What follows belongs to an exercise in optimizing a design on an open flow for small area, a short achievable clock period and few clock cycles per item; a production flow would make more cautious choices. In this exercise RTL edits were held to simulation tests only and were not proved equivalent to the original.

$ cat flow/design.v
package sha256_pkg;
	typedef logic [31:0] word_t;
	function automatic word_t init_h(input logic [2:0] i);
		word_t h;
		case (i)
			3'd0: h = 32'h6A09E667; 3'd1: h = 32'hBB67AE85;
			3'd2: h = 32'h3C6EF372; 3'd3: h = 32'hA54FF53A;
			3'd4: h = 32'h510E527F; 3'd5: h = 32'h9B05688C;
			3'd6: h = 32'h1F83D9AB; default: h = 32'h5BE0CD19;
		endcase
		init_h = h;
	endfunction
	function automatic word_t round_k(input logic [5:0] r);
		word_t k;
		case (r)
			6'd0: k = 32'h428A2F98; 6'd1: k = 32'h71374491; 6'd2: k = 32'hB5C0FBCF;
			6'd3: k = 32'hE9B5DBA5; 6'd4: k = 32'h3956C25B; 6'd5: k = 32'h59F111F1;
			6'd6: k = 32'h923F82A4; 6'd7: k = 32'hAB1C5ED5; 6'd8: k = 32'hD807AA98;
			6'd9: k = 32'h12835B01; 6'd10: k = 32'h243185BE; 6'd11: k = 32'h550C7DC3;
			6'd12: k = 32'h72BE5D74; 6'd13: k = 32'h80DEB1FE; 6'd14: k = 32'h9BDC06A7;
			6'd15: k = 32'hC19BF174; 6'd16: k = 32'hE49B69C1; 6'd17: k = 32'hEFBE4786;
			6'd18: k = 32'h0FC19DC6; 6'd19: k = 32'h240CA1CC; 6'd20: k = 32'h2DE92C6F;
			6'd21: k = 32'h4A7484AA; 6'd22: k = 32'h5CB0A9DC; 6'd23: k = 32'h76F988DA;
			6'd24: k = 32'h983E5152; 6'd25: k = 32'hA831C66D; 6'd26: k = 32'hB00327C8;
			6'd27: k = 32'hBF597FC7; 6'd28: k = 32'hC6E00BF3; 6'd29: k = 32'hD5A79147;
			6'd30: k = 32'h06CA6351; 6'd31: k = 32'h14292967; 6'd32: k = 32'h27B70A85;
			6'd33: k = 32'h2E1B2138; 6'd34: k = 32'h4D2C6DFC; 6'd35: k = 32'h53380D13;
			6'd36: k = 32'h650A7354; 6'd37: k = 32'h766A0ABB; 6'd38: k = 32'h81C2C92E;
			6'd39: k = 32'h92722C85; 6'd40: k = 32'hA2BFE8A1; 6'd41: k = 32'hA81A664B;
			6'd42: k = 32'hC24B8B70; 6'd43: k = 32'hC76C51A3; 6'd44: k = 32'hD192E819;
			6'd45: k = 32'hD6990624; 6'd46: k = 32'hF40E3585; 6'd47: k = 32'h106AA070;
			6'd48: k = 32'h19A4C116; 6'd49: k = 32'h1E376C08; 6'd50: k = 32'h2748774C;
			6'd51: k = 32'h34B0BCB5; 6'd52: k = 32'h391C0CB3; 6'd53: k = 32'h4ED8AA4A;
			6'd54: k = 32'h5B9CCA4F; 6'd55: k = 32'h682E6FF3; 6'd56: k = 32'h748F82EE;
			6'd57: k = 32'h78A5636F; 6'd58: k = 32'h84C87814; 6'd59: k = 32'h8CC70208;
			6'd60: k = 32'h90BEFFFA; 6'd61: k = 32'hA4506CEB; 6'd62: k = 32'hBEF9A3F7;
			default: k = 32'hC67178F2;
		endcase
		round_k = k;
	endfunction
	function automatic word_t rotr(input word_t x, input int unsigned n);
		rotr = (x >> n) | (x << (32 - n));
	endfunction
	function automatic word_t bsig0(input word_t x);
		bsig0 = rotr(x, 2) ^ rotr(x, 13) ^ rotr(x, 22);
	endfunction
	function automatic word_t bsig1(input word_t x);
		bsig1 = rotr(x, 6) ^ rotr(x, 11) ^ rotr(x, 25);
	endfunction
	function automatic word_t ssig0(input word_t x);
		ssig0 = rotr(x, 7) ^ rotr(x, 18) ^ (x >> 3);
	endfunction
	function automatic word_t ssig1(input word_t x);
		ssig1 = rotr(x, 17) ^ rotr(x, 19) ^ (x >> 10);
	endfunction
endpackage
module sha256_stream_hasher_top (
	input  logic       clk,
	input  logic       arst_n,
	input  logic       s_axis_tvalid,
	output logic       s_axis_tready,
	input  logic [7:0] s_axis_tdata,
	input  logic       s_axis_tuser,
	output logic       m_axis_tvalid,
	input  logic       m_axis_tready,
	output logic [7:0] m_axis_tdata,
	output logic       m_axis_tlast,
	input  logic       cfg_we,
	input  logic [5:0] cfg_wdata
);
	typedef logic [31:0] word_t;
	logic [5:0] dlen_q;
	always_ff @(posedge clk or negedge arst_n) begin
		if (!arst_n)
			dlen_q <= 6'd32;
		else if (cfg_we)
			dlen_q <= cfg_wdata;
	end
	logic       rdy_q;
	logic       v1_q, f1_q;
	logic [7:0] d1_q;
	logic       acc;
	assign s_axis_tready = rdy_q;
	assign acc = s_axis_tvalid && rdy_q;
	always_ff @(posedge clk or negedge arst_n) begin
		if (!arst_n)
			v1_q <= 1'b0;
		else
			v1_q <= acc;
	end
	always_ff @(posedge clk) begin
		f1_q <= s_axis_tuser;
		d1_q <= s_axis_tdata;
	end
	localparam logic [1:0] M_DATA = 2'd0, M_PAD = 2'd1, M_LEN = 2'd2;
	logic [511:0] blk_q;           
	logic [6:0]   fc_q, fc_base, fc_d;
	logic [1:0]   md_q, md_d;
	logic         nb_q;            
	logic         bfirst_q, blast_q;
	logic [54:0]  hi_q;            
	logic [5:0]   lo_q;            
	logic         hinc_q;          
	logic         load;            
	logic         room, sh;
	logic [7:0]   sb;
	logic [63:0]  bitlen;
	logic         rdy_d;
	assign bitlen = {hi_q, lo_q, 3'b000};
	assign room = !fc_q[6] || load;
	assign fc_base = load ? 7'd0 : fc_q;
	always_comb begin
		sh = 1'b0;
		sb = 8'h00;
		md_d = md_q;
		case (md_q)
			M_DATA: begin
				sh = v1_q;
				sb = f1_q ? 8'h80 : d1_q;
				if (v1_q && f1_q)
					md_d = M_PAD;
			end
			M_PAD: sh = room;
			default: begin
				sh = 1'b1;
				sb = bitlen[8 * (7 - fc_q[2:0]) +: 8];
			end
		endcase
		fc_d = fc_base + 7'(sh);
		if (md_d == M_PAD && sh && fc_d == 7'd56)
			md_d = M_LEN;
		if (md_q == M_LEN && fc_d == 7'd64)
			md_d = M_DATA;
		rdy_d = md_d == M_DATA && !(acc && s_axis_tuser) &&
			(fc_d <= 7'd62 || (fc_d == 7'd63 && !acc));
	end
	always_ff @(posedge clk) begin
		if (sh)
			blk_q <= {blk_q[503:0], sb};
		if (md_q == M_DATA && v1_q && f1_q)
			lo_q <= fc_q[5:0];
	end
	always_ff @(posedge clk or negedge arst_n) begin
		if (!arst_n) begin
			fc_q <= '0;
			md_q <= M_DATA;
			nb_q <= 1'b1;
			bfirst_q <= 1'b0;
			blast_q <= 1'b0;
			hi_q <= '0;
			hinc_q <= 1'b0;
			rdy_q <= 1'b0;
		end else begin
			fc_q <= fc_d;
			md_q <= md_d;
			rdy_q <= rdy_d;
			hinc_q <= md_q == M_DATA && v1_q && !f1_q && fc_q[5:0] == 6'd63;
			if (hinc_q)
				hi_q <= hi_q + 55'd1;
			else if (md_q == M_LEN && fc_d == 7'd64)
				hi_q <= '0;
			if (sh && fc_d == 7'd64) begin
				bfirst_q <= nb_q;
				blast_q <= md_q == M_LEN;
				nb_q <= md_q == M_LEN;
			end
		end
	end
	localparam logic [1:0] E_IDLE = 2'd0, E_ROUND = 2'd1, E_ADD = 2'd2, E_STALL = 2'd3;
	logic [1:0]  ph_q;             
	logic [1:0]  st_q;
	logic [5:0]  rc_q, rc_d;       
	logic [5:0]  rcn_q;            
	word_t       kc_q;              
	logic        lq_q;             
	logic        nf_q, nl_q;       
	logic        f_q, l_q;         
	logic        viv_q;            
	logic        dpend_q;          
	word_t a_q, b_q, c_q, d_q, e_q, f_q2, g_q, h_q2;
	word_t p_q;                    
	logic [511:0] w_q;             
	word_t ha_q [4];               
	word_t he_q [4];               
	word_t w0, w1, w9, w14, wnew;
	word_t s0, s1, ch, mj, a_new, e_new;
	word_t r_s, r_c, t_s, t_c, e_s, e_c, u_s, u_c, v_s, v_c, q_s, q_c, x_s, x_c, y_s, y_c;
	function automatic logic [63:0] csa(input word_t x, input word_t y, input word_t z);
		word_t cy;
		cy = (x & y) | (z & (x | y));
		csa = {x ^ y ^ z, cy[30:0], 1'b0};
	endfunction
	word_t xa, xe, ya, ye, sa, se, iva, ive, a_in, e_in;
	logic  add, ivsel;
	assign w0  = w_q[511:480];
	assign w1  = w_q[479:448];
	assign w9  = w_q[223:192];
	assign w14 = w_q[63:32];
	assign {x_s, x_c} = csa(sha256_pkg::ssig1(w14), w9, sha256_pkg::ssig0(w1));
	assign {y_s, y_c} = csa(x_s, x_c, w0);
	assign wnew = y_s + y_c;
	assign s1 = sha256_pkg::bsig1(e_q);
	assign ch = (e_q & f_q2) ^ (~e_q & g_q);
	assign s0 = sha256_pkg::bsig0(a_q);
	assign mj = (a_q & b_q) | (c_q & (a_q | b_q));
	assign {t_s, t_c} = csa(p_q, ch, mj);
	assign {u_s, u_c} = csa(t_s, t_c, s1);
	assign {v_s, v_c} = csa(u_s, u_c, s0);
	assign {r_s, r_c} = csa(p_q, ch, d_q);
	assign {e_s, e_c} = csa(r_s, r_c, s1);
	assign e_new = e_s + e_c;
	assign a_new = v_s + v_c;
	assign {q_s, q_c} = csa(g_q, kc_q, w0);
	assign add = st_q == E_ADD;
	assign iva = sha256_pkg::init_h({1'b0, ~ph_q});
	assign ive = sha256_pkg::init_h({1'b1, ~ph_q});
	assign xa = (add && f_q) ? iva : ha_q[3];
	assign xe = (add && f_q) ? ive : he_q[3];
	assign ya = add ? d_q : '0;
	assign ye = add ? h_q2 : '0;
	assign sa = xa + ya;
	assign se = xe + ye;
	assign ivsel = (add && l_q) || (st_q == E_IDLE && viv_q);
	assign a_in = ivsel ? iva : add ? sa : d_q;
	assign e_in = ivsel ? ive : add ? se : h_q2;
	assign rc_d = load ? 6'd0 : rcn_q;
	assign load = fc_q[6] && ph_q == 2'd2 && (st_q == E_IDLE || st_q == E_ADD);
	always_ff @(posedge clk) begin
		a_q <= (st_q == E_ROUND) ? a_new : a_in;
		b_q <= a_q;
		c_q <= b_q;
		d_q <= c_q;
		e_q <= (st_q == E_ROUND) ? e_new : e_in;
		f_q2 <= e_q;
		g_q <= f_q2;
		h_q2 <= g_q;
		p_q <= q_s + q_c;
		kc_q <= load ? sha256_pkg::round_k(6'd0) : sha256_pkg::round_k(rcn_q);
		if (load)
			w_q <= blk_q;
		else
			w_q <= {w_q[479:0], wnew};
		ha_q[0] <= sa;
		ha_q[1] <= ha_q[0];
		ha_q[2] <= ha_q[1];
		ha_q[3] <= ha_q[2];
		he_q[0] <= se;
		he_q[1] <= he_q[0];
		he_q[2] <= he_q[1];
		he_q[3] <= he_q[2];
	end
	logic [4:0] kr_q;
	logic [5:0] nlim_q, ncap;
	logic       ov_q, ol_q;
	logic [7:0] od_q;
	logic       oload;
	word_t      hw;
	logic [1:0] hpos;
	logic [7:0] hbyte;
	logic       klast;
	assign ncap = (dlen_q > 6'd32) ? 6'd32 : dlen_q;
	assign hpos = kr_q[3:2] + ph_q;
	assign hw = kr_q[4] ? he_q[hpos] : ha_q[hpos];
	assign hbyte = hw[8 * (3 - kr_q[1:0]) +: 8];
	assign klast = {1'b0, kr_q} == nlim_q - 6'd1;
	assign oload = !ov_q || m_axis_tready;
	assign m_axis_tvalid = ov_q;
	assign m_axis_tdata = od_q;
	assign m_axis_tlast = ol_q;
	always_ff @(posedge clk) begin
		if (oload) begin
			od_q <= hbyte;
			ol_q <= klast;
		end
	end
	always_ff @(posedge clk or negedge arst_n) begin
		if (!arst_n) begin
			ph_q <= '0;
			st_q <= E_IDLE;
			rc_q <= '0;
			rcn_q <= 6'd1;
			lq_q <= 1'b0;
			nf_q <= 1'b0;
			nl_q <= 1'b0;
			f_q <= 1'b0;
			l_q <= 1'b0;
			viv_q <= 1'b1;
			dpend_q <= 1'b0;
			kr_q <= '0;
			nlim_q <= '0;
			ov_q <= 1'b0;
		end else begin
			ph_q <= ph_q + 2'd1;
			rc_q <= rc_d;
			rcn_q <= rc_d + 6'd1;
			if (load) begin
				lq_q <= 1'b1;
				nf_q <= bfirst_q;
				nl_q <= blast_q;
			end
			if (ph_q == 2'd3) begin
				case (st_q)
					E_ROUND:
						if (rc_q == 6'd0)
							st_q <= dpend_q ? E_STALL : E_ADD;
					E_STALL:
						if (!dpend_q)
							st_q <= E_ADD;
					default:
						if (lq_q) begin
							st_q <= E_ROUND;
							lq_q <= 1'b0;
							f_q <= nf_q;
							l_q <= nl_q;
							viv_q <= 1'b0;
						end else begin
							st_q <= E_IDLE;
						end
				endcase
				if (add && l_q) begin
					viv_q <= !lq_q;
					dpend_q <= ncap != 6'd0;
					nlim_q <= ncap;
					kr_q <= '0;
				end
			end
			if (oload) begin
				ov_q <= dpend_q;
				if (dpend_q) begin
					kr_q <= kr_q + 5'd1;
					if (klast)
						dpend_q <= 1'b0;
				end
			end
		end
	end
endmodule
$ cat flow/flow/run.sh
#!/bin/bash
set -o pipefail
cp standard.sh standard_sh_copy.log
export SETUP_SLACK_MARGIN=6
bash standard.sh > standard.log 2>&1
$ cat flow/standard.sh
#!/bin/bash
# synth_recipe.tcl (not shown) runs the flow's synth.tcl, then flattens the netlist and writes it again
# the make line also repeats each setting of config.mk as NAME=value (left out here)
make -C /OpenROAD-flow-scripts/flow DESIGN_CONFIG=/design/flow/config.mk WORK_HOME=/design/flow/orfs CLKGATE_MAP_FILE= SYNTH_SCRIPT=/design/flow/synth_recipe.tcl "${@:-finish}"
$ cat flow/config.mk
export PLATFORM = sky130hd
export DESIGN_NAME = sha256_stream_hasher_top
export DESIGN_NICKNAME = sha256_stream_hasher_top
export VERILOG_FILES = /design/flow/design.v
export SDC_FILE = /design/flow/constraint.sdc
export NUM_CORES = 4
export LEC_CHECK = 0
export CAP_MARGIN = 20
export CORE_MARGIN = 2
export CORE_UTILIZATION = 45
export CTS_BUF_LIST = sky130_fd_sc_hd__clkbuf_16
export CTS_CLUSTER_DIAMETER = 60
export CTS_CLUSTER_SIZE = 30
export PLACE_DENSITY = 0.6
export SLEW_MARGIN = 20
$ cat flow/constraint.sdc
create_clock -name core_clock -period 12.0 [get_ports {clk}]
set_input_delay 2.4000 -clock core_clock [delete_from_list [all_inputs] [get_ports {clk}]]
set_output_delay 2.4000 -clock core_clock [all_outputs]
set_load 0.01 [all_outputs]
==> results of run 1 <==
per-layer routing:
metal,track usage [%],wire (um)
met2,39.0,96600
met4,9.49,8240
met1,34.2,94200
met5,0,13
met3,3.14,10600
final cells by class:
class                           count  area share, %
Tap cell                         2204           3.35
Clock inverter                    102           1.89
Clock buffer                      122           3.71
Sequential cell                  1735           49.3
Timing Repair Buffer               83          0.890
Antenna cell                        2        0.00608
Inverter                          465           2.13
Multi-Input combinational cell   4684           38.7
sequential cells by signal (all words and copies together) (netlist names), 55 cells and up:
register and count:
blk_q 512, ha_q 128, he_q 128, hi_q 55, w_q 512
cell families after synthesis:
family,after synthesis,share of synthesized area (%)
and+or+nand+nor,2509,13.8
DFF,1735,53.9
AOI/OAI and AO/OA,1094,9.06
buffers and inverters,779,3.89
adders and majority gates,479,10.4
xor gates and xnor gates,437,5.09
muxes,165,3.76
per-stage QoR:
stage,hold slack [ns],utilization [%],instance area [um2],setup WS [ns]
after floorplan,0.326,-,75300,1.08
after global placement,0.326,46.6,77600,6.30
after detailed placement,0.333,46.6,77600,6.27
after CTS,0.329,49.3,82200,6.30
after global routing,0.332,49.4,82300,6.05
final,0.321,49.4,82300,6.46
cells in the mapped netlist (all sizes together) (27+ instances only):
cell | number | share of area, %
nand2 | 1755 | 8.8
dfxtp | 1097 | 29
edfxtp | 527 | 21
inv | 462 | 2.3
o21ai | 322 | 2.1
a21oi | 290 | 1.9
clkbuf | 287 | 1.4
nor2 | 281 | 1.4
xnor2 | 276 | 3.2
fa | 250 | 6.7
ha | 214 | 3.6
xor2 | 161 | 1.9
nand3 | 126 | 0.85
a21o | 109 | 1.1
dfrtp | 107 | 3.6
mux4 | 92 | 2.8
and3 | 88 | 0.73
nor3 | 65 | 0.43
nand2b | 53 | 0.44
a211oi | 51 | 0.51
mux2i | 50 | 0.67
a31oi | 47 | 0.39
o21a | 42 | 0.42
nor2b | 31 | 0.26
o21bai | 30 | 0.30
and2 | 28 | 0.23
buf | 27 | 0.14
nand4 | 27 | 0.22
o211ai | 27 | 0.27
worst paths after layout:
path	depth (start not counted)	start	to
worst max-delay path	21	e_q[1]	a_q[27]
worst min-delay path	0	he_q[2][20]	he_q[3][20]
worst max register to register	21	e_q[1]	a_q[27]
worst min register to register	0	he_q[2][20]	he_q[3][20]
max in group asynchronous	2	arst_n	rcn_q[4]
min in group asynchronous	1	arst_n	hi_q[25]
what timing repair did:
action / 4_1_cts / 5_1_grt
gates resized for setup: 0 / 4
buffers inserted: 0 / 0
endpoints found under the setup margin: 0 / 2
hold endpoints to repair: 0 / 0
==> metrics.md, run 1 <==
| Metric | Value |
|---|---|
| Die width | 413 um |
| Length of the first detailed-routing pass in iterations | 8 |
| Register area share after synthesis | 53.9% |
| Measured slew at the worst slew-check pin | 1.12 ns |
| Synth Area per Inst | 10.4 um2 |
| DIE HEIGHT | 413 um |
| GRT Total Usage | 24.6% |
| Vias per std cell | 5.34 |
| CP required | 12.66 ns |
| Hold Buf Count CTS | 0 |
| Clock-pin slew on the worst setup and hold paths | 0.10 ns |
| Critical Path Slowest Stage Cell | o31ai_1 |
| Synthesized flop and latch total | 1735 |
| H-tree Lvls | 3 |
| Clk Latency, worst-skew pair | 0.81 ns |
| Most frequent cells in the layout | nand2_1 (1753), dfxtp_1 (1097), edfxtp_1 (527) |
| Reg area | 0.0406 mm2 |
| DR vias | 50200 |
| Port buffer count | 30 |
| Minimum clock period | 5.54 ns |
| Synthesized area | 0.0752 mm2 |
| Status | timing/DRC/antenna clean |
| CP Capture Type | flop |
| Total congestion overflow | 0 |
| Crit path kind | reg -> reg |
| Setup_tns | 0 ns |
| Initial core utilization | 45.1% |
| Routed WL | 210000 um |
| HPWL Detailed | 157000 um |
| Async set or reset register ratio after synthesis | 6.40% |
| Skew final | 0.0569 ns |
| I/O pin total | 31 |
| Top Family by Delay on Critical Path | adder cells |
| Finish-stage setup viols | 0 |
| Crit path DAT | 6.20 ns |
| Clock tree buffer depth | 3 |
| Layout cells sized above 1 | 6.19% |
| Largest stage delay, worst path | 0.56 ns |
| Commonest non-fill, non-tap cell in the layout | nand2_1 |
| Worst Path Max Fanout | 5 |
| HP Class | reg -> reg |
| Largest net degree at the start of global routing | 177 |
| Routed Antenna Nets | 0 |
| Initial antenna violation count | 5 |
| Cell Count, Final, Fillers Out | 9397 |
| CP startpoint kind | flop |
| Area grow syn2layout | 9.38% |
| Placer Congestion | 0.971 |
| Clock root cell | clkbuf_16 |
| Initial DRC Count | 4591 |
| Clk sinks | 1735 |
| CTS buffer count | 117 |
| CTS tree | built |
| Top_reg_cell synth | dfxtp_1 |
| Core box area | 0.167 mm2 |
| Synth Net Count | 7682 |
| Placed Cells | 9171 |
| Crit path cell chain | mux2i_1 -> inv_1 -> fa_1 -> inv_1 -> fa_1 -> fa_1 -> inv_1 -> ha_1 -> inv_1 -> fa_1 -> nor2b_1 -> o31ai_1 -> nand3b_1 -> a31oi_2 -> o31ai_1 -> o21a_1 -> nor2_1 -> o21ai_0 -> a21oi_1 -> xnor2_1 -> a221o_1 |
| Final hold violations | 0 |
| YS warnings | 3 |
| Max Freq | 180 MHz |
| WL/cell | 22.3 um |
| Post-synth EDFFs | 527 |
| Final period utilization | 46.2% |
| Vias in the first global route | 49500 |
| Worst path bufs/invs | 4 |
| R2r setup slk | 6.46 ns |
| Slew headroom | 25.4% |
| Unrepaired setup endpoints after global routing | no |
| Nets | 7570 |
| Post-synth cell types | 85 |
| Die area | 0.170 mm2 |
| Max Cap Viol | 0 |
| DRC violations left | 0 |
| Fillers | 15100 |
| Multi-input gate area | 0.0318 mm2 |
| Final Max Slew Viols | 0 |
| Global-route wire length before repair | 315000 um |
| # rows | 150 |
| Post-Syn Instances | 7198 |
Testbench counts, summed over its fixed seeds: cycles 53,092, bytes 44,000.
==> run 2, diff against run 1 <==
==> flow/flow/run.sh (replaced) <==
#!/bin/bash
set -o pipefail
cp standard.sh standard_sh_copy.log
export SETUP_SLACK_MARGIN=7.5
bash standard.sh > standard.log 2>&1
==> metrics.md, run 2 <==
| Metric | Value |
|---|---|
| GRT Total Usage | 24.9% (+0.36 points) |
| Most frequent cells in the layout | nand2_1 (1745), dfxtp_1 (1002), edfxtp_1 (527) |
| Crit path DAT | 5.54 ns (-0.66 ns) |
| Global-route wire length before repair | 320000 um (+1.3%) |
| Fillers | 14900 (-1.5%) |
| Met2 usage | 38.8% (-0.27 points) |
| Measured slew at the worst slew-check pin | 1.16 ns (+0.0369 ns) |
| Setup_tns | 0 ns (unchanged) |
| Minimum clock period | 4.90 ns (-0.643 ns) |
| Reg2Reg Depth | 21 (unchanged) |
| Skew final | 0.0506 ns (-0.00633 ns) |
| Status | timing/DRC/antenna clean |
| CP startpoint kind | flop |
| Met3 usage | 3.03% (-0.11 points) |
| HP Class | reg -> reg |
| Top_reg_cell synth | dfxtp_1 |
| CTS buffer count | 117 (unchanged) |
| CP Capture Type | flop |
| WL/cell | 22.5 um (+0.75%) |
| Unrepaired setup endpoints after global routing | yes |
| Routed WL | 213000 um (+1.8%) |
| Finish-stage setup viols | 0 (unchanged) |
| # rows | 150 (unchanged) |
| GRT Max-Usage Layer | met2 |
| Final Max Slew Viols | 0 (unchanged) |
| Reg area | 0.0408 mm2 (+0.61%) |
| Share of the synthesized area in the top cell type | 29.2% (unchanged) |
| DRC violations left | 0 (unchanged) |
| Area grow syn2layout | 13.0% |
| Synth Area per Inst | 10.4 um2 (unchanged) |
| Clk Latency, worst-skew pair | 0.79 ns (-0.02 ns) |
| Layout cells sized above 1 | 11.7% (+5.5 points) |
| I/O pin total | 31 (unchanged) |
| Synth Net Count | 7682 (unchanged) |
| Synthesized flop and latch total | 1735 (unchanged) |
| Post-placement worst setup slack | 5.94 ns (-0.323 ns) |
| Max Cap Viol | 0 (unchanged) |
| Crit path kind | reg -> reg |
| Clock tree buffer depth | 3 (unchanged) |
| Post-synth cell types | 85 (unchanged) |
| Die width | 413 um (unchanged) |
| Max Freq | 204 MHz (+13%) |
| Commonest non-fill, non-tap cell in the layout | nand2_1 |
| Vias per std cell | 5.38 (+0.75%) |
| Length of the first detailed-routing pass in iterations | 6 (-2) |
| DR vias | 51100 (+1.8%) |
| Total congestion overflow | 0 (unchanged) |
| Setup ws final | 7.10 ns (+0.643 ns) |
| Placer Congestion | 0.967 (-0.40%) |
| Slew headroom | 22.9% (-2.5 points) |
| Synth top cells by count | nand2_1 (1755), dfxtp_1 (1097), edfxtp_1 (527) |
| Async set or reset register ratio after synthesis | 6.40% (unchanged) |
| Initial antenna violation count | 4 (-1) |
| Core box area | 0.167 mm2 (unchanged) |
| CTS tree | built |
| WHS Path Cells | 0 (unchanged) |
| Die area | 0.170 mm2 (unchanged) |
| Synth area leader | dfxtp_1 |
| Vias in the first global route | 49600 (+0.26%) |
| Worst Path Max Fanout | 4 (-1) |
| YS warnings | 3 (unchanged) |
| Clock root cell | clkbuf_16 |
| Clk sinks | 1735 (unchanged) |
| Register area share after synthesis | 53.9% (unchanged) |
| Initial DRC Count | 4599 (+0.17%) |
| Clock-pin slew on the worst setup and hold paths | 0.10 ns (about the same) |
| Initial core utilization | 45.1% (unchanged) |
| Nets | 7668 (+1.3%) |
| Port buffer count | 30 (unchanged) |
| HPWL Detailed | 158000 um (+0.38%) |
| CP required | 12.64 ns (-0.02 ns) |
| Synthesized area | 0.0752 mm2 (unchanged) |
| Met1 usage | 35.6% (+1.4 points) |
| DIE HEIGHT | 413 um (unchanged) |
| Final hold violations | 0 (unchanged) |
| Routed Antenna Nets | 0 (unchanged) |
| Hold Buf Count CTS | 0 (unchanged) |
| Largest net degree at the start of global routing | 208 (+18%) |
| Post-synth EDFFs | 527 (unchanged) |
| H-tree Lvls | 3 (unchanged) |
| Post-Syn Instances | 7198 (unchanged) |
| Synth area leaders | dfxtp_1 (29%), edfxtp_1 (21%), nand2_1 (8.8%) |
| Final period utilization | 40.8% (-5.4 points) |
| Multi-input gate area | 0.0333 mm2 (+4.6%) |
| Most common cell in the netlist | nand2_1 |
| Biggest regs | blk_q (512), w_q (512) |
## run 2: worst paths after layout
path,startpoint,endpoint,slack (ns)
max in group asynchronous,arst_n,st_q[0],9.06
min reg2reg,ha_q[2][13],ha_q[3][13],0.33
min in group asynchronous,arst_n,hi_q[43],1.70
max,a_q[1],a_q[31],7.10
min,ha_q[2][13],ha_q[3][13],0.33
max reg2reg,a_q[1],a_q[31],7.10
## run 2: per-layer routing
layer  vias to the layer above  share of wire (%)  wire [um]
met5                         -             0.0052         11
met4                         2                4.5       9580
met3                       371                4.8      10300
met2                      1374                 45      95700
met1                     25300                 46      97800
li1                      24100                  -          -
## run 2: per-stage QoR
stage                     utilization [%]  hold slack, ns  std cells  instance area [um2]
after floorplan                         -           0.326       7198                75400
after global placement               46.6           0.328       9166                77700
after detailed placement             46.6           0.331       9166                77700
after CTS                            50.5           0.329       9450                84100
after global routing                 51.0           0.335       9493                85000
final                                51.0           0.330       9494                85000
## run 2: final cells by class
type	count	share of cell area, %
timing repair inverter	1	0.00589
timing repair buffer	180	1.90
tap	2204	3.25
sequential	1735	48.1
multi-input combinational	4684	39.2
clock inverter	104	1.98
clock buffer	120	3.53
antenna	1	0.00295
inverter	465	2.06
## run 2: timing repair
action | CTS | global route
endpoints found under the setup margin | 471 | 97
cloned | 2 | 0
pin swaps | 76 | 88
buffers inserted | 58 | 42
gates resized for setup | 347 | 121
## run 2: logic make-up after synthesis
| kind of cell | share of synthesized area (%) |
|---|---|
| fa+ha+maj | 10.4 |
| xor+xnor | 5.09 |
| mux | 3.76 |
| compound gates | 9.06 |
| buf+inv | 3.89 |
| flops | 53.9 |
| simple gates | 13.8 |
## run 2: critical path, cell delays in order, from the launching register on
cell and delay [ns]:
dfxtp_4 0.35, maj3_2 0.32, fa_1 0.54, inv_2 0.05
fa_1 0.49, fa_1 0.51, inv_1 0.05, ha_2 0.19
inv_2 0.05, fa_2 0.22, nor2b_4 0.06, o31ai_4 0.22
nand3b_1 0.24, a31oi_4 0.29, buf_12 0.15, o31ai_4 0.06
buf_4 0.16, o21ai_4 0.13, o21ai_2 0.09, o41ai_4 0.34
xnor2_1 0.16, a21oi_1 0.09
==> run 3, diff against run 2 <==
==> flow/flow/run.sh (replaced) <==
#!/bin/bash
set -o pipefail
cp standard.sh standard_sh_copy.log
export SETUP_SLACK_MARGIN=8
bash standard.sh > standard.log 2>&1
--- a/flow/config.mk
+++ b/flow/config.mk
@@ -7,9 +7,9 @@
 export LEC_CHECK = 0
 export CAP_MARGIN = 20
 export CORE_MARGIN = 2
-export CORE_UTILIZATION = 45
+export CORE_UTILIZATION = 55
 export CTS_BUF_LIST = sky130_fd_sc_hd__clkbuf_16
 export CTS_CLUSTER_DIAMETER = 60
 export CTS_CLUSTER_SIZE = 30
-export PLACE_DENSITY = 0.6
+export PLACE_DENSITY = 0.7
 export SLEW_MARGIN = 20
==> metrics.md, run 3 <==
| Metric | Value |
|---|---|
| Status | timing/DRC/antenna clean |
| Final period utilization | 40.3% (-0.54 points) |
| I/O pin total | 31 (unchanged) |
| Worst flop-to-flop path endpoint | w_q[31] |
| Post-Syn Instances | 7198 (unchanged) |
| Reg area | 0.0409 mm2 (+0.12%) |
| Synth top cells by count | nand2_1 (1755), dfxtp_1 (1097), edfxtp_1 (527) |
| Async set or reset register ratio after synthesis | 6.40% (unchanged) |
| Reg-to-Reg Start | w_q[456] |
| Finished Core Util | 64.3% (+13 points) |
| Measured slew at the worst slew-check pin | 1.22 ns (+0.0651 ns) |
| Area grow syn2layout | 16.0% |
| Minimum clock period | 4.83 ns (-0.0653 ns) |
| CP required | 12.67 ns (+0.03 ns) |
| Top_reg_cell synth | dfxtp_1 |
| WL/cell | 23.0 um (+2.4%) |
| Finished Cell Area | 0.0872 mm2 (+2.7%) |
| DRC violations left | 0 (unchanged) |
| Die width | 374 um (-9.5%) |
| Most frequent cells in the layout | nand2_1 (1740), dfxtp_1 (991), edfxtp_1 (527) |
| GRT Total Usage | 29.8% (+4.9 points) |
| Unrepaired setup endpoints after global routing | yes |
| Synth area leader | dfxtp_1 |
| Synthesized flop and latch total | 1735 (unchanged) |
| Synth Net Count | 7682 (unchanged) |
| Hold Startpoint | he_q[1][27] |
| Fillers | 10400 (-30%) |
| Initial antenna violation count | 4 (unchanged) |
| Setup_tns | 0 ns (unchanged) |
| Reg2Reg Depth | 19 (-9.5%) |
| Largest net degree at the start of global routing | 212 (+1.9%) |
| CP startpoint kind | flop |
| Vias per std cell | 5.70 (+6.0%) |
| Worst Path Max Fanout | 3 (-1) |
| Initial DRC Count | 5242 (+14%) |
| Initial core utilization | 55.5% (+10 points) |
| YS warnings | 3 (unchanged) |
| Routed WL | 212000 um (-0.81%) |
| Hold endpoint | he_q[2][27] |
| Synthesized area | 0.0752 mm2 (unchanged) |
| HP Class | reg -> reg |
| Max Freq | 207 MHz (+1.4%) |
| R2r setup slk | 7.17 ns (+0.07 ns) |
| HPWL Detailed | 149000 um (-5.4%) |
| Post-synth EDFFs | 527 (unchanged) |
| Core box area | 0.136 mm2 (-19%) |
| Placer Congestion | 0.988 (+2.2%) |
| Crit path kind | reg -> reg |
| Vias in the first global route | 51400 (+3.6%) |
| CTS buffer count | 114 (-2.6%) |
| Die area | 0.140 mm2 (-18%) |
| CTS tree | built |
| Slew headroom | 18.3% (-4.6 points) |
| Routed Antenna Nets | 0 (unchanged) |
| WHS Path Cells | 0 (unchanged) |
| Layout cells sized above 1 | 16.0% (+4.3 points) |
| Global-route wire length before repair | 317000 um (-0.79%) |
| # rows | 135 (-10%) |
| Final Max Slew Viols | 0 (unchanged) |
| Skew final | 0.0458 ns (-0.00486 ns) |
| Final hold violations | 0 (unchanged) |
| Nets | 7800 (+1.7%) |
| Post-synth cell types | 85 (unchanged) |
| Port buffer count | 30 (unchanged) |
| DR vias | 52400 (+2.7%) |
| Length of the first detailed-routing pass in iterations | 6 (unchanged) |
| Clk Latency, worst-skew pair | 0.79 ns (about the same) |
| Clock root cell | clkbuf_16 |
| Clock-pin slew on the worst setup and hold paths | 0.10 ns (about the same) |
| DIE HEIGHT | 374 um (-9.5%) |
| Max Cap Viol | 0 (unchanged) |
| Total congestion overflow | 0 (unchanged) |
| Biggest regs | blk_q (512), w_q (512) |
| Multi-input gate area | 0.0348 mm2 (+4.5%) |
| Synth Area per Inst | 10.4 um2 (unchanged) |
| Crit path DAT | 5.50 ns (-0.04 ns) |
| CP Capture Type | flop |
| Commonest non-fill, non-tap cell in the layout | nand2_1 |
| Synth area leaders | dfxtp_1 (29%), edfxtp_1 (21%), nand2_1 (8.8%) |
| Most common cell in the netlist | nand2_1 |
| Clk sinks | 1735 (unchanged) |
| H-tree Lvls | 3 (unchanged) |
| Placed cell area | 0.0773 mm2 (-0.42%) |
| Register area share after synthesis | 53.9% (unchanged) |
| Finish-stage setup viols | 0 (unchanged) |
| Clock tree buffer depth | 3 (unchanged) |
| Share of the synthesized area in the top cell type | 29.2% (unchanged) |
run 3: cell counts after synthesis:
Identical to the previous run, type by type.
run 3: repair_timing:
item,in CTS,in global routing
hold buffers,0,0
buffers inserted,152,78
pin swaps,185,189
endpoints found under the setup margin,717,400
gates cloned,13,0
resized for setup,532,254
run 3: final cells by class:
type	count	area share, %
timing repair buffer	310	3.48
timing repair inverter	2	0.0143
multi-input combinational	4688	39.9
tap	1781	2.55
inverter	465	2.01
clock inverter	101	1.85
sequential	1735	46.9
antenna	1	0.00287
clock buffer	116	3.33
run 3: worst max-delay path by stage:
stage                         from    endpoint  slack [ns]  depth (start not counted)
final                     w_q[456]     w_q[31]        7.17                         19
after detailed placement   st_q[0]  blk_q[319]        5.46                         10
after global routing      w_q[456]     w_q[31]        7.05                         19
after global placement     st_q[0]  blk_q[303]        5.55                         10
after floorplan            ph_q[0]    hi_q[30]        1.08                         18
after CTS                   a_q[1]     a_q[27]        7.26                         20
run 3: per-layer routing:
metal | vias up | share of wire (%) | GRT usage (%)
met3 | 492 | 6.3 | 3.86
met2 | 1832 | 46 | 47.6
met5 | - | 0.0061 | 0
li1 | 24300 | - | -
met4 | 2 | 5.7 | 14.0
met1 | 25800 | 42 | 40.7
run 3: cell families (layout without fill, tap and decap cells):
| group | Yosys count | after routing | synth area share [%] |
|---|---|---|---|
| AND/OR/NAND/NOR | 2509 | 2513 | 13.8 |
| flip-flops | 1735 | 1735 | 53.9 |
| AO/OA/AOI/OAI | 1094 | 1094 | 9.06 |
| buffers and inverters | 779 | 994 | 3.89 |
| adder cells (fa/ha/maj) | 479 | 479 | 10.4 |
| XOR/XNOR | 437 | 437 | 5.09 |
| multiplexers | 165 | 165 | 3.76 |
| other | 0 | 1 | 0 |
run 3: through the flow:
step | cells | hold slack [ns] | worst slack (ns)
4_1_cts | 9120 | 0.314 | 7.26
3_5_place_dp | 8738 | 0.333 | 5.46
3_3_place_gp | 8738 | 0.327 | 5.55
5_1_grt | 9198 | 0.322 | 7.05
2_1_floorplan | 7198 | 0.326 | 1.08
6_report | 9199 | 0.324 | 7.17
run 3: worst max-delay path, cell delays in order, from the launching register on:
cell and delay [ns]:
dfxtp_4 0.39, xor2_4 0.20, xnor2_2 0.15, fa_1 0.52
inv_2 0.04, fa_1 0.46, ha_2 0.20, inv_2 0.06
fa_2 0.21, nor2b_2 0.05, o2111ai_2 0.18, a41o_1 0.27
a31oi_4 0.11, a31o_4 0.25, a221o_1 0.38, a221o_1 0.40
a221oi_2 0.32, o21ai_1 0.14, xnor2_1 0.26, a21oi_1 0.11
==> run 4, diff against run 3 <==
==> flow/flow/run.sh (replaced) <==
#!/bin/bash
set -o pipefail
cp standard.sh standard_sh_copy.log
export SETUP_SLACK_MARGIN=7
bash standard.sh > standard.log 2>&1
--- a/flow/config.mk
+++ b/flow/config.mk
@@ -7,9 +7,10 @@
 export LEC_CHECK = 0
 export CAP_MARGIN = 20
 export CORE_MARGIN = 2
-export CORE_UTILIZATION = 55
+export CORE_UTILIZATION = 45
 export CTS_BUF_LIST = sky130_fd_sc_hd__clkbuf_16
-export CTS_CLUSTER_DIAMETER = 60
-export CTS_CLUSTER_SIZE = 30
-export PLACE_DENSITY = 0.7
+export CTS_CLUSTER_DIAMETER = 70
+export CTS_CLUSTER_SIZE = 40
+export HOLD_SLACK_MARGIN = 0
+export PLACE_DENSITY = 0.6
 export SLEW_MARGIN = 20
==> metrics.md, run 4 <==
| Metric | Value |
|---|---|
| Max Freq | 202 MHz (-2.3%) |
| CTS tree | built |
| Multi-input gate area | 0.0323 mm2 (-7.2%) |
| DIE HEIGHT | 413 um (+10%) |
| Post-synth EDFFs | 527 (unchanged) |
| HPWL Detailed | 157000 um (+5.3%) |
| Met3 usage | 2.79% (-1.1 points) |
| Initial DRC Count | 4592 (-12%) |
| Setup_tns | 0 ns (unchanged) |
| Die width | 413 um (+10%) |
| CP Capture Type | flop |
| Max Cap Viol | 0 (unchanged) |
| WL/cell | 22.4 um (-2.7%) |
| Synth Net Count | 7682 (unchanged) |
| Synth top cells by count | nand2_1 (1755), dfxtp_1 (1097), edfxtp_1 (527) |
| Clock-pin slew on the worst setup and hold paths | 0.12 ns (+0.02 ns) |
| CP required | 12.62 ns (-0.05 ns) |
| Met2 usage | 39.3% (-8.4 points) |
| Synth Area per Inst | 10.4 um2 (unchanged) |
| Post-Syn Instances | 7198 (unchanged) |
| GRT Max-Usage Layer | met2 |
| Unrepaired setup endpoints after global routing | yes |
| Minimum clock period | 4.95 ns (+0.113 ns) |
| Core box area | 0.167 mm2 (+23%) |
| Finish-stage setup viols | 0 (unchanged) |
| Register area share after synthesis | 53.9% (unchanged) |
| Final Max Slew Viols | 0 (unchanged) |
| Async set or reset register ratio after synthesis | 6.40% (unchanged) |
| Port buffer count | 30 (unchanged) |
| Clock root cell | clkbuf_16 |
| WHS | 0.336 ns (+0.0116 ns) |
| I/O pin total | 31 (unchanged) |
| Area grow syn2layout | 9.75% |
| Crit path kind | reg -> reg |
| Hold Buf Count CTS | 0 (unchanged) |
| Routed Antenna Nets | 0 (unchanged) |
| Top_reg_cell synth | dfxtp_1 |
| Crit path DAT | 5.57 ns (+0.07 ns) |
| Measured slew at the worst slew-check pin | 1.05 ns (-0.171 ns) |
| Final hold violations | 0 (unchanged) |
| Clock tree buffer depth | 3 (unchanged) |
| Post-synth cell types | 85 (unchanged) |
| Reg area | 0.0407 mm2 (-0.43%) |
| GRT Total Usage | 24.6% (-5.3 points) |
| Fillers | 15100 (+45%) |
| Vias in the first global route | 49500 (-3.7%) |
| Synthesized area | 0.0752 mm2 (unchanged) |
| Slew headroom | 29.9% (+12 points) |
| Layout cells sized above 1 | 8.08% (-7.9 points) |
| Placed Cells | 9171 (+5.0%) |
| Met1 usage | 34.5% (-6.2 points) |
| Biggest regs | blk_q (512), w_q (512) |
| CTS buffer count | 103 (-9.6%) |
| H-tree Lvls | 3 (unchanged) |
| Nets | 7584 (-2.8%) |
| Routed WL | 210000 um (-0.59%) |
| CP startpoint kind | flop |
| Skew final | 0.0503 ns (+0.00456 ns) |
| Total congestion overflow | 0 (unchanged) |
| Placer Congestion | 0.971 (-1.7%) |
| Most common cell in the netlist | nand2_1 |
| Length of the first detailed-routing pass in iterations | 5 (-1) |
| Initial core utilization | 45.1% (-10 points) |
| Synth area leaders | dfxtp_1 (29%), edfxtp_1 (21%), nand2_1 (8.8%) |
| HP Class | reg -> reg |
| Worst Path Max Fanout | 4 (+1) |
| Most frequent cells in the layout | nand2_1 (1750), dfxtp_1 (1037), edfxtp_1 (527) |
| Largest net degree at the start of global routing | 177 (-17%) |
| Synth area leader | dfxtp_1 |
| Global-route wire length before repair | 316000 um (-0.25%) |
| DR vias | 50400 (-4.0%) |
| Cell Count, Final, Fillers Out | 9397 (+2.2%) |
| Share of the synthesized area in the top cell type | 29.2% (unchanged) |
| Synthesized flop and latch total | 1735 (unchanged) |
| Clk sinks | 1735 (unchanged) |
| DRC violations left | 0 (unchanged) |
| Vias per std cell | 5.36 (-6.0%) |
| Status | timing/DRC/antenna clean |
| Die area | 0.170 mm2 (+22%) |
| Commonest non-fill, non-tap cell in the layout | nand2_1 |
| Initial antenna violation count | 5 (+1) |
| YS warnings | 3 (unchanged) |
| Final period utilization | 41.2% (+0.94 points) |
| Clk Latency, worst-skew pair | 0.78 ns (about the same) |
| # rows | 150 (+11%) |
==> run 4: cell families after synthesis <==
| kind of cell | count (synthesis) | share of synthesized area, % |
|---|---|---|
| flip-flops | 1735 | 53.9 |
| adder cells (fa/ha/maj) | 479 | 10.4 |
| AO/OA/AOI/OAI | 1094 | 9.06 |
| multiplexers | 165 | 3.76 |
| XOR/XNOR | 437 | 5.09 |
| AND/OR/NAND/NOR | 2509 | 13.8 |
| buffers and inverters | 779 | 3.89 |
==> run 4: path summary, 6_finish.rpt <==
check,start,to,slack [ns],depth (start not counted)
setup / recovery,w_q[458],w_q[27],7.05,17
hold reg to reg,he_q[1][3],he_q[2][3],0.34,0
setup reg to reg,w_q[458],w_q[27],7.05,17
max in group asynchronous,arst_n,rcn_q[3],8.82,2
min in group asynchronous,arst_n,hi_q[25],1.63,1
hold / removal,he_q[1][3],he_q[2][3],0.34,0
==> run 4: cell type report <==
type,count,area share [%]
timing repair buffer,110,1.21
antenna,2,0.00606
tap,2204,3.34
timing repair inverter,1,0.00606
clock buffer,104,3.15
clock inverter,92,1.76
sequential,1735,49.3
inverter,465,2.12
multi-input combinational,4684,39.1
==> run 4: repair_timing <==
| action | in CTS | in global routing |
|---|---|---|
| gates resized for setup | 77 | 117 |
| gates cloned | 0 | 2 |
| setup endpoints to repair | 182 | 174 |
| pin swaps | 8 | 34 |
| setup buffers | 4 | 22 |
==> run 4: stage by stage <==
step / worst slack [ns] / util [%] / area, um2
finish: 7.05 / 49.5 / 82600
global route: 6.94 / 49.5 / 82500
CTS: 7.00 / 49.2 / 82000
detailed placement: 6.27 / 46.6 / 77600
global placement: 6.30 / 46.6 / 77600
floorplan: 1.08 / - / 75300
==> run 4: worst max-delay path: stages (launching register included) <==
cell       delay, ns
dfxtp_4         0.40
xor2_2          0.20
xnor2_2         0.28
fa_1            0.48
inv_2           0.07
fa_1            0.45
ha_4            0.24
nor2b_1         0.15
o2111ai_2       0.22
a41o_1          0.32
a31oi_4         0.13
a31o_4          0.28
a221o_1         0.41
a221o_1         0.41
a221oi_2        0.33
buf_4           0.18
xnor2_2         0.14
o21ai_0         0.11
==> run 4: routing by layer <==
| metal | vias to the layer above | share of wire (%) |
|---|---|---|
| met4 | 0 | 4.0 |
| li1 | 23900 | - |
| met1 | 24900 | 45 |
| met3 | 289 | 4.7 |
| met2 | 1319 | 46 |
| met5 | - | 0 |
==> run 5, diff against run 4 <==
--- a/flow/design.v
+++ b/flow/design.v
@@ -203,11 +203,10 @@
 	assign ch = (e_q & f_q2) ^ (~e_q & g_q);
 	assign s0 = sha256_pkg::bsig0(a_q);
 	assign mj = (a_q & b_q) | (c_q & (a_q | b_q));
-	assign {t_s, t_c} = csa(p_q, ch, mj);
-	assign {u_s, u_c} = csa(t_s, t_c, s1);
-	assign {v_s, v_c} = csa(u_s, u_c, s0);
-	assign {r_s, r_c} = csa(p_q, ch, d_q);
-	assign {e_s, e_c} = csa(r_s, r_c, s1);
+	assign {t_s, t_c} = csa(p_q, s1, ch);
+	assign {e_s, e_c} = csa(t_s, t_c, d_q);
+	assign {u_s, u_c} = csa(t_s, t_c, s0);
+	assign {v_s, v_c} = csa(u_s, u_c, mj);
 	assign e_new = e_s + e_c;
 	assign a_new = v_s + v_c;
 	assign {q_s, q_c} = csa(g_q, kc_q, w0);
--- a/flow/config.mk
+++ b/flow/config.mk
@@ -9,8 +9,7 @@
 export CORE_MARGIN = 2
 export CORE_UTILIZATION = 45
 export CTS_BUF_LIST = sky130_fd_sc_hd__clkbuf_16
-export CTS_CLUSTER_DIAMETER = 70
-export CTS_CLUSTER_SIZE = 40
-export HOLD_SLACK_MARGIN = 0
+export CTS_CLUSTER_DIAMETER = 60
+export CTS_CLUSTER_SIZE = 30
 export PLACE_DENSITY = 0.6
 export SLEW_MARGIN = 20
==> metrics.md, run 5 <==
| Metric | Value |
|---|---|
| Reg area | 0.0407 mm2 (-0.10%) |
| Cell Count, Final, Fillers Out | 9320 (-0.82%) |
| Synth top cells by count | nand2_1 (1786), dfxtp_1 (1097), edfxtp_1 (527) |
| Die area | 0.170 mm2 (-0.35%) |
| Post-synth EDFFs | 527 (unchanged) |
| Crit path kind | reg -> reg |
| DRC violations left | 0 (unchanged) |
| DR vias | 50800 (+0.77%) |
| Register area share after synthesis | 54.1% (+0.19 points) |
| Synthesized flop and latch total | 1735 (unchanged) |
| Measured slew at the worst slew-check pin | 1.18 ns (+0.126 ns) |
| Commonest non-fill, non-tap cell in the layout | nand2_1 |
| HP Class | reg -> reg |
| CTS buffer count | 130 (+26%) |
| Finish-stage setup viols | 0 (unchanged) |
| Synth Area per Inst | 10.5 um2 (+0.87%) |
| Clk sinks | 1735 (unchanged) |
| Core box area | 0.165 mm2 (-0.89%) |
| CP startpoint kind | flop |
| Area grow syn2layout | 10.6% |
| Initial DRC Count | 5168 (+13%) |
| Max Freq | 203 MHz (+0.56%) |
| Global-route wire length before repair | 322000 um (+1.7%) |
| Clock-pin slew on the worst setup and hold paths | 0.09 ns (-0.03 ns) |
| Layout cells sized above 1 | 8.51% (+0.43 points) |
| Most used cell, CP | a21oi_1 |
| I/O pin total | 31 (unchanged) |
| Critical Path Slowest Stage Cell | xor2_1 |
| CP required | 12.71 ns (+0.09 ns) |
| Slew headroom | 21.6% (-8.4 points) |
| Crit path DAT | 5.63 ns (+0.06 ns) |
| Clock root cell | clkbuf_16 |
| Clock tree buffer depth | 3 (unchanged) |
| Setup_tns | 0 ns (unchanged) |
| Nets | 7472 (-1.5%) |
| DIE HEIGHT | 412 um (-0.17%) |
| Skew final | 0.0452 ns (-0.00516 ns) |
| Post-synth cell types | 98 (+15%) |
| Length of the first detailed-routing pass in iterations | 6 (+1) |
| Routed Antenna Nets | 0 (unchanged) |
| Finished Core Util | 50.2% (+0.63 points) |
| Max Cap Viol | 0 (unchanged) |
| Die width | 412 um (-0.17%) |
| Final hold violations | 0 (unchanged) |
| H-tree Lvls | 4 (+1) |
| Hold Buf Count CTS | 0 (unchanged) |
| Fillers | 14900 (-1.2%) |
| Biggest regs | blk_q (512), w_q (512) |
| Vias in the first global route | 48900 (-1.2%) |
| YS warnings | 3 (unchanged) |
| HPWL Detailed | 161000 um (+2.3%) |
| CP Capture Type | flop |
| Placer Congestion | 0.957 (-1.4%) |
| Share of the synthesized area in the top cell type | 29.3% (+0.10 points) |
| Async set or reset register ratio after synthesis | 6.40% (unchanged) |
| WL/cell | 23.2 um (+3.9%) |
| WHS | 0.330 ns (-0.00519 ns) |
| Largest net degree at the start of global routing | 230 (+30%) |
| Initial antenna violation count | 7 (+2) |
| Minimum clock period | 4.92 ns (-0.0273 ns) |
| Most frequent cells in the layout | nand2_1 (1785), dfxtp_1 (1062), edfxtp_1 (527) |
| Initial core utilization | 45.4% (+0.25 points) |
| Largest stage delay, worst path | 0.64 ns (+0.16 ns) |
| Worst Path Max Fanout | 65 (+61) |
| Total congestion overflow | 0 (unchanged) |
| Top_reg_cell synth | dfxtp_1 |
| Crit path cell chain | clkinv_1 -> buf_4 -> nor2_4 -> nand2_2 -> buf_6 -> nor3_2 -> a21oi_1 -> inv_1 -> ha_1 -> a21oi_1 -> nor2b_1 -> a311o_1 -> o31a_1 -> a211oi_2 -> o21ai_1 -> a21oi_1 -> o31ai_1 -> xor2_1 -> a21o_1 |
| Unrepaired setup endpoints after global routing | yes |
| CTS tree | built |
| Multi-input gate area | 0.0326 mm2 (+0.86%) |
| Status | timing/DRC/antenna clean |
| Post-Syn Instances | 7111 (-1.2%) |
| Synth area leader | dfxtp_1 |
| Routed WL | 217000 um (+3.0%) |
| Synthesized area | 0.0750 mm2 (-0.35%) |
| Port buffer count | 30 (unchanged) |
| Final period utilization | 41.0% (-0.23 points) |
| Most common cell in the netlist | nand2_1 |
| Synth area leaders | dfxtp_1 (29%), edfxtp_1 (21%), nand2_1 (8.9%) |
| # rows | 149 (-0.67%) |
| Final Max Slew Viols | 0 (unchanged) |
| Placed Cells | 9062 (-1.2%) |
| Clk Latency, worst-skew pair | 0.79 ns (about the same) |
| Vias per std cell | 5.45 (+1.6%) |
| GRT Total Usage | 25.4% (+0.78 points) |
| Synth Net Count | 7564 (-1.5%) |
==> run 5: metal layers <==
| layer | wire length, um | share of wire (%) | vias to the layer above | track usage (%) |
|---|---|---|---|---|
| met5 | 13 | 0.0060 | - | 0 |
| met4 | 7090 | 3.3 | 2 | 7.97 |
| met3 | 15200 | 7.0 | 324 | 4.37 |
| met2 | 92500 | 43 | 1682 | 37.0 |
| met1 | 102000 | 47 | 24800 | 38.1 |
| li1 | - | - | 23900 | - |
==> run 5: worst max-delay path, delay by kind of cell, from the launching register on <==
| kind | cells | cell delay [ns] |
|---|---|---|
| AO/OA/AOI/OAI | 9 | 2.18 |
| AND/OR/NAND/NOR | 4 | 0.46 |
| buffers and inverters | 4 | 0.82 |
| flip-flops | 1 | 0.38 |
| XOR/XNOR | 1 | 0.64 |
| adder cells (fa/ha/maj) | 1 | 0.28 |
==> run 5: what timing repair did <==
action                                  4_1_cts  5_1_grt
endpoints found under the setup margin      211      158
gates resized for setup                      32       98
cloned                                        1        0
hold endpoints to repair                      0        0
pin swaps                                     9       23
setup buffers                                 1       11
==> run 5: cell families (layout without fill, tap and decap cells) <==
group / count (synthesis) / after routing / synth area share (%)
other: 0 / 2 / 0
and+or+nand+nor: 2512 / 2513 / 14.1
DFF: 1735 / 1735 / 54.1
buffers and inverters: 633 / 650 / 3.24
adders and majority gates: 441 / 441 / 9.53
muxes: 189 / 189 / 4.06
AOI/OAI and AO/OA: 1168 / 1168 / 9.89
xor gates and xnor gates: 433 / 433 / 5.09
==> run 5: worst paths after layout <==
kind / startpoint / end / slack, ns / depth (start not counted)
max: st_q[1] / e_q[25] / 7.08 / 19
min: he_q[0][28] / he_q[1][28] / 0.33 / 0
max reg2reg: st_q[1] / e_q[25] / 7.08 / 19
min reg2reg: he_q[0][28] / he_q[1][28] / 0.33 / 0
max in group asynchronous: arst_n / hi_q[1] / 9.01 / 2
min in group asynchronous: arst_n / hi_q[50] / 1.71 / 1
==> run 5: through the flow <==
step                worst slack, ns  cell area (um2)
floorplan                      4.98            75200
global placement               5.06            77400
detailed placement             6.16            77400
CTS                            6.97            82400
global route                   6.98            82900
finish                         7.08            82900
==> run 5: area by class of cell <==
class | instances | share of cell area, %
sequential | 1735 | 49.1
multi-input combinational | 4744 | 39.3
clock inverter | 104 | 1.73
tap | 2189 | 3.31
clock buffer | 138 | 4.17
inverter | 320 | 1.45
timing repair buffer | 88 | 0.982
antenna | 2 | 0.00604
Testbench counts of run 5, summed over its fixed seeds: cycles 53,092, bytes 44,000.

-- port drivers added, routing unchanged --
How much do the figures lean on ideal ports? The routed layouts below were timed once more, with nothing changed but the port constraints. Step 1 sets driving cells, clkbuf_16 on the clock port and buf_2 on the other inputs (assumed; they add their load-dependent delay and slew). Step 2 moves the port delays by t, midway between the first and last clock arrival at a register: inputs arrive t later, outputs are due t later. That takes back most of the time a late clock gives input paths. Three values: no drivers, after step 1, after step 2; two values: the first two.
run	t, ns	setup WS [ns]	hold WS [ns]	clock arrival spread, ns	worst register clock-pin slew, ns
run 1	0.865	6.457 / 6.457 / 6.457	0.321 / 0.321 / 0.321	0.057 / 0.057	0.11 / 0.11
run 2	0.853	7.101 / 7.101 / 7.101	0.330 / 0.330 / 0.330	0.060 / 0.059	0.11 / 0.11
run 3	0.848	7.166 / 7.166 / 7.166	0.324 / 0.324 / 0.324	0.047 / 0.046	0.11 / 0.11
run 4	0.837	7.053 / 7.053 / 7.053	0.336 / 0.336 / 0.336	0.068 / 0.069	0.12 / 0.12
run 5	0.851	7.080 / 7.080 / 7.080	0.330 / 0.330 / 0.330	0.059 / 0.059	0.11 / 0.11
After both steps every run listed still meets setup and hold.
